What follows belongs to an exercise in optimizing a design on an open flow for small area and a short achievable clock period; a production flow would make more cautious choices.
The RTL was checked by simulation tests, not by an equivalence proof against the original design.
Power and IR drop assume default switching activity.

== run A ==
==> flow/design.v (excerpt) <==
module fairq_top (
   input  logic                   clk,
   input  logic                   reset,
   input  logic                   in_wr,
   input  fairq_pkg::ctrl_t       in_ctrl,
   input  fairq_pkg::data_word_t  in_data,
   input  logic                   rd_dst_addr,
   input  fairq_pkg::queue_idx_t  dst_oq,
   input  fairq_pkg::sram_addr_t  dst_oq_high_addr,
   input  fairq_pkg::sram_addr_t  dst_oq_low_addr,
   output logic                   out_wr,
   output fairq_pkg::ctrl_t       out_ctrl,
   output fairq_pkg::data_word_t  out_data
);
Size: about 2300 cells after synthesis, ~730 flip-flops, roughly 190 I/O pins.
Settings: LEC_CHECK=0, CAP_MARGIN=20, CORE_MARGIN=2, CORE_UTILIZATION=40, CTS_CLUSTER_DIAMETER=150, CTS_CLUSTER_SIZE=20, SLEW_MARGIN=20; clock period 8.5 ns.
standard.sh (not shown) runs the stock make flow with config.mk's settings and CLKGATE_MAP_FILE= SYNTH_SCRIPT=/design/flow/synth_recipe.tcl, a recipe that flattens the netlist after the stock synthesis.
==> flow/flow/run.sh <==
#!/bin/bash
# The standard layout (standard.sh, unchanged synthesis and steps) with two
# knobs the flow settings cannot reach: port buffers are buf_2 cells instead
# of the default delay cells, and timing repair aims for a larger setup slack.
# make's output goes to flow.log here; each ORFS step keeps its own log under
# orfs/logs/.
set -euo pipefail
export BUFFER_PORTS_ARGS="-buffer_cell sky130_fd_sc_hd__buf_2"
export SETUP_SLACK_MARGIN=5.3
bash standard.sh > flow.log 2>&1
Run A went all the way through synthesis, placement and routing and the layout is clean on timing, DRC and antenna.
Relative to run A, the following input files were edited for run B:
--- a/flow/flow/run.sh
+++ b/flow/flow/run.sh
@@ -9 +9 @@
-export SETUP_SLACK_MARGIN=5.3
+export SETUP_SLACK_MARGIN=5.6
Results
The run showing the greater peak supply drop is run A. [run B vs run A] ratio of routed vias to standard cells: lower in run B. Comparing run A and run B, the lower antenna cell count was measured on run B. Relative to run A, clock power share has gone down in run B. When run B is set beside run A, its via count turns out to be 562 larger. Run A has lower all-layer global routing usage than run B.
The following lists how run C was set up differently from run B:
--- a/flow/flow/run.sh
+++ b/flow/flow/run.sh
@@ -3 +3 @@
-# knobs the flow settings cannot reach: port buffers are buf_2 cells instead
+# knobs the flow settings cannot reach: port buffers are buf_1 cells instead
@@ -8,2 +8,2 @@
-export BUFFER_PORTS_ARGS="-buffer_cell sky130_fd_sc_hd__buf_2"
-export SETUP_SLACK_MARGIN=5.6
+export BUFFER_PORTS_ARGS="-buffer_cell sky130_fd_sc_hd__buf_1"
+export SETUP_SLACK_MARGIN=5.3
--- a/flow/config.mk
+++ b/flow/config.mk
@@ -11,2 +11,2 @@
-export CTS_CLUSTER_DIAMETER = 150
-export CTS_CLUSTER_SIZE = 20
+export CTS_CLUSTER_DIAMETER = 180
+export CTS_CLUSTER_SIZE = 26
@@ -13,0 +14 @@
+export TNS_END_PERCENT = 0
STATUS number of DRC markers after the initial detailed-route iteration: run C wins against run B. Taking run B as the reference, in run C sequential share of layout area rose 4.9 points; combinational gate power fell about 20%.
> inputs changed (run C -> run D)
--- a/flow/flow/run.sh
+++ b/flow/flow/run.sh
@@ -9 +9 @@
-export SETUP_SLACK_MARGIN=5.3
+export SETUP_SLACK_MARGIN=6.0
--- a/flow/config.mk
+++ b/flow/config.mk
@@ -11,2 +11,2 @@
-export CTS_CLUSTER_DIAMETER = 180
-export CTS_CLUSTER_SIZE = 26
+export CTS_CLUSTER_DIAMETER = 220
+export CTS_CLUSTER_SIZE = 32
Findings:
Run D closes out successfully: all stages finished, all timing, DRC and antenna checks passed. Maximum single-stage delay on the critical path: higher on run C. Run D against run C: total power went down 0.22 mW, clock transition at the register clock pins on the worst setup and hold paths after CTS saw an increase, register share of total power picked up an extra 1.8 points, number of cells on the critical path rose by 1, utilization now larger. Worst relative slew slack in run D is 0.87 points below run C. Compared with run C, run D ends up with a larger final cell area. The worst voltage drop across the vdd grid of run D exceeds that of run C by about 46%. The higher worst setup slack came out of run D.

what the ideal ports hide:
The flow's constraints put no driver on any port. The routed layouts listed below were extracted and timed again, unchanged, in two steps. Step 1 (the two cells are an assumption about what drives the block):
set clk [get_ports {clk}]
set_driving_cell -lib_cell sky130_fd_sc_hd__clkbuf_16 $clk
set_driving_cell -lib_cell sky130_fd_sc_hd__buf_2 [delete_from_list [all_inputs] $clk]
Step 2 also shifts input and output timing later by t, the mid clock arrival at the registers, as if the neighbouring blocks saw the same clock. Three values: ideal ports, drivers, drivers and shift; two values: the first two.
run | shift t [ns] | setup slack, ns | latest minus earliest clock arrival (ns) | cell pins on the clock port's net
run A | 0.681 | 5.250 / 5.276 / 4.595 | 0.064 / 0.064 | 1
run B | 0.652 | 5.286 / 5.300 / 4.648 | 0.042 / 0.042 | 1
run C | 0.649 | 5.203 / 5.235 / 4.586 | 0.024 / 0.025 | 1
run D | 0.694 | 5.306 / 5.325 / 4.637 | 0.020 / 0.020 | 1
After both steps every run listed still meets setup and hold. For run D, which loses most, drivers alone change the setup slack by +0.019 ns; drivers and shift together by -0.669 ns.
